This design comes from an exercise in tuning for small area on the open sky130 flow, not from production work. Only simulation tests tie the RTL to the original design; equivalence was not proved. Power is estimated from default activity; no workload was simulated. The clock port is modelled as an ideal driver; clocking choices that lean on that would not hold on a real chip.

==> flow/design.v (excerpt) <==
module core_monitor_top (
	input  logic                             clk,
	input  logic                             rst,
	input  logic [fault_pkg::LUT_SRC_W-1:0]  lut_err,
	input  logic [fault_pkg::BRAM_SRC_W-1:0] bram_err,
	input  logic [fault_pkg::ECC_SRC_W-1:0]  ecc_err,
	input  logic                             xc_error_mode,    
	output logic                             luterr,
	output logic                             bramerr,
	output logic                             sb_ecc,
	output logic                             error1_led,
	output logic                             error2_led,
	input  trace_pkg::trace_record_t         trace_in,
	output trace_pkg::trace_record_t         trace_out,
	output logic                             trace_valid
);
	sticky_fault_flag #(.WIDTH(fault_pkg::LUT_SRC_W)) u_lut_flag (
		.clk (clk),
		.rst (rst),
		.err (lut_err),
		.flag(luterr)
	);
	sticky_fault_flag #(.WIDTH(fault_pkg::BRAM_SRC_W)) u_bram_flag (
		.clk (clk),
		.rst (rst),
		.err (bram_err),
		.flag(bramerr)
	);
	sticky_fault_flag #(.WIDTH(fault_pkg::ECC_SRC_W)) u_ecc_flag (
		.clk (clk),
		.rst (rst),
		.err (ecc_err),
		.flag(sb_ecc)
	);
	sticky_fault_flag #(.WIDTH(1)) u_xc_flag (
		.clk (clk),
  ...
For scale: ~2800 cells after synthesis, about 2700 flip-flops, ~230 I/O pins.
clock: 5.0 ns
lec_check: 0
cap_margin: 20
core_margin: 2
core_utilization: 70
place_density: 0.8
slew_margin: 20
run.sh (not shown) runs the stock make flow with config.mk's settings and CLKGATE_MAP_FILE= SYNTH_SCRIPT=/design/flow/synth_recipe.tcl, a recipe that flattens the netlist after the stock synthesis.
Then changed:
==> flow/flow/run.sh (new file) <==
#!/bin/bash
# The standard layout, with plain buf_1 cells as the port buffers and a
# clock tree without dummy loads and with larger sink clusters.
# make's full output goes to flow.log; ORFS keeps each step's log under orfs/logs.
set -euo pipefail
export BUFFER_PORTS_ARGS="-buffer_cell sky130_fd_sc_hd__buf_1"
export CTS_ARGS="-sink_clustering_enable -repair_clock_nets -dont_use_dummy_load -sink_clustering_size 30 -sink_clustering_max_diameter 80"
bash standard.sh > flow.log 2>&1
==> flow/standard.sh (new file) <==
#!/bin/bash
# synth_recipe.tcl (not shown) runs the flow's synth.tcl, then flattens the netlist and writes it again
# the make line also repeats each setting of config.mk as NAME=value (left out here)
make -C /OpenROAD-flow-scripts/flow DESIGN_CONFIG=/design/flow/config.mk WORK_HOME=/design/flow/orfs CLKGATE_MAP_FILE= SYNTH_SCRIPT=/design/flow/synth_recipe.tcl "${@:-finish}"
removed: flow/run.sh
=> The new run ran to the end with no violations. Area after synthesis does not change. Worst hold slack gains 0.0088 ns. Design area came out lower by 9.2%. Cell count came out lower by 6.6%.
Then changed:
--- a/flow/flow/run.sh
+++ b/flow/flow/run.sh
@@ -7 +7 @@
-export CTS_ARGS="-sink_clustering_enable -repair_clock_nets -dont_use_dummy_load -sink_clustering_size 30 -sink_clustering_max_diameter 80"
+export CTS_ARGS="-sink_clustering_enable -repair_clock_nets -dont_use_dummy_load -sink_clustering_size 35 -sink_clustering_max_diameter 80"
Result: Final cell count shrinks slightly. Non-clock buffer count shrinks by 1. Sequential share of layout area grows by 0.52 points. Clock skew shrinks by 0.011 ns. Register-to-register slack gets better by 0.03 ns. Setup slack gets better by 0.025 ns. Power shrinks slightly. Critical path depth stays the same. Die area stays the same. Routed wire length shrinks by a few percent.
Then changed:
==> flow/run.sh (new file) <==
#!/bin/bash
# synth_recipe.tcl (not shown) runs the flow's synth.tcl, then flattens the netlist and writes it again
# the make line also repeats each setting of config.mk as NAME=value (left out here)
make -C /OpenROAD-flow-scripts/flow DESIGN_CONFIG=/design/flow/config.mk WORK_HOME=/design/flow/orfs CLKGATE_MAP_FILE= SYNTH_SCRIPT=/design/flow/synth_recipe.tcl finish
- CORE_UTILIZATION: 70 -> 40
- PLACE_DENSITY: 0.8 -> not set
removed: flow/flow/run.sh
removed: flow/standard.sh
Power increases by a quarter to a third.
Via count decreases slightly.
Synthesized area does not change.
Utilization decreases by 26 points.
Worst setup slack is worse by 0.49 ns.
Non-clock buffer count is unchanged.

## what the ideal ports hide
The results above use ideal ports. As a check the final layouts listed here were re-extracted and re-timed, cells and wires unchanged.
Step 1: set_driving_cell puts a clkbuf_16 on clk and a buf_2 on each other input, an assumption about the parent block.
Step 2 moves the port delays by t, midway between the first and last clock arrival at a register: inputs arrive t later, outputs are due t later. That takes back most of the time a late clock gives input paths.
a / b / c = ideal ports / drivers / drivers and shift; a / b = the first two.
run	t, ns	setup slack, ns	hold slack, ns	worst register clock-pin slew, ns	worst data-port slew with drivers (ns)
the first run	0.831	1.656 / 1.597 / 2.164	0.298 / 0.298 / 0.298	0.08 / 0.08	0.06
the second run	0.716	2.167 / 2.107 / 2.824	0.306 / 0.306 / 0.306	0.12 / 0.12	0.05
the third run	0.710	2.192 / 2.130 / 2.840	0.309 / 0.309 / 0.309	0.12 / 0.12	0.06
the fourth run	0.863	1.705 / 1.640 / 2.504	0.307 / 0.307 / 0.307	0.07 / 0.07	0.05
After both steps setup and hold are still met in every run listed.
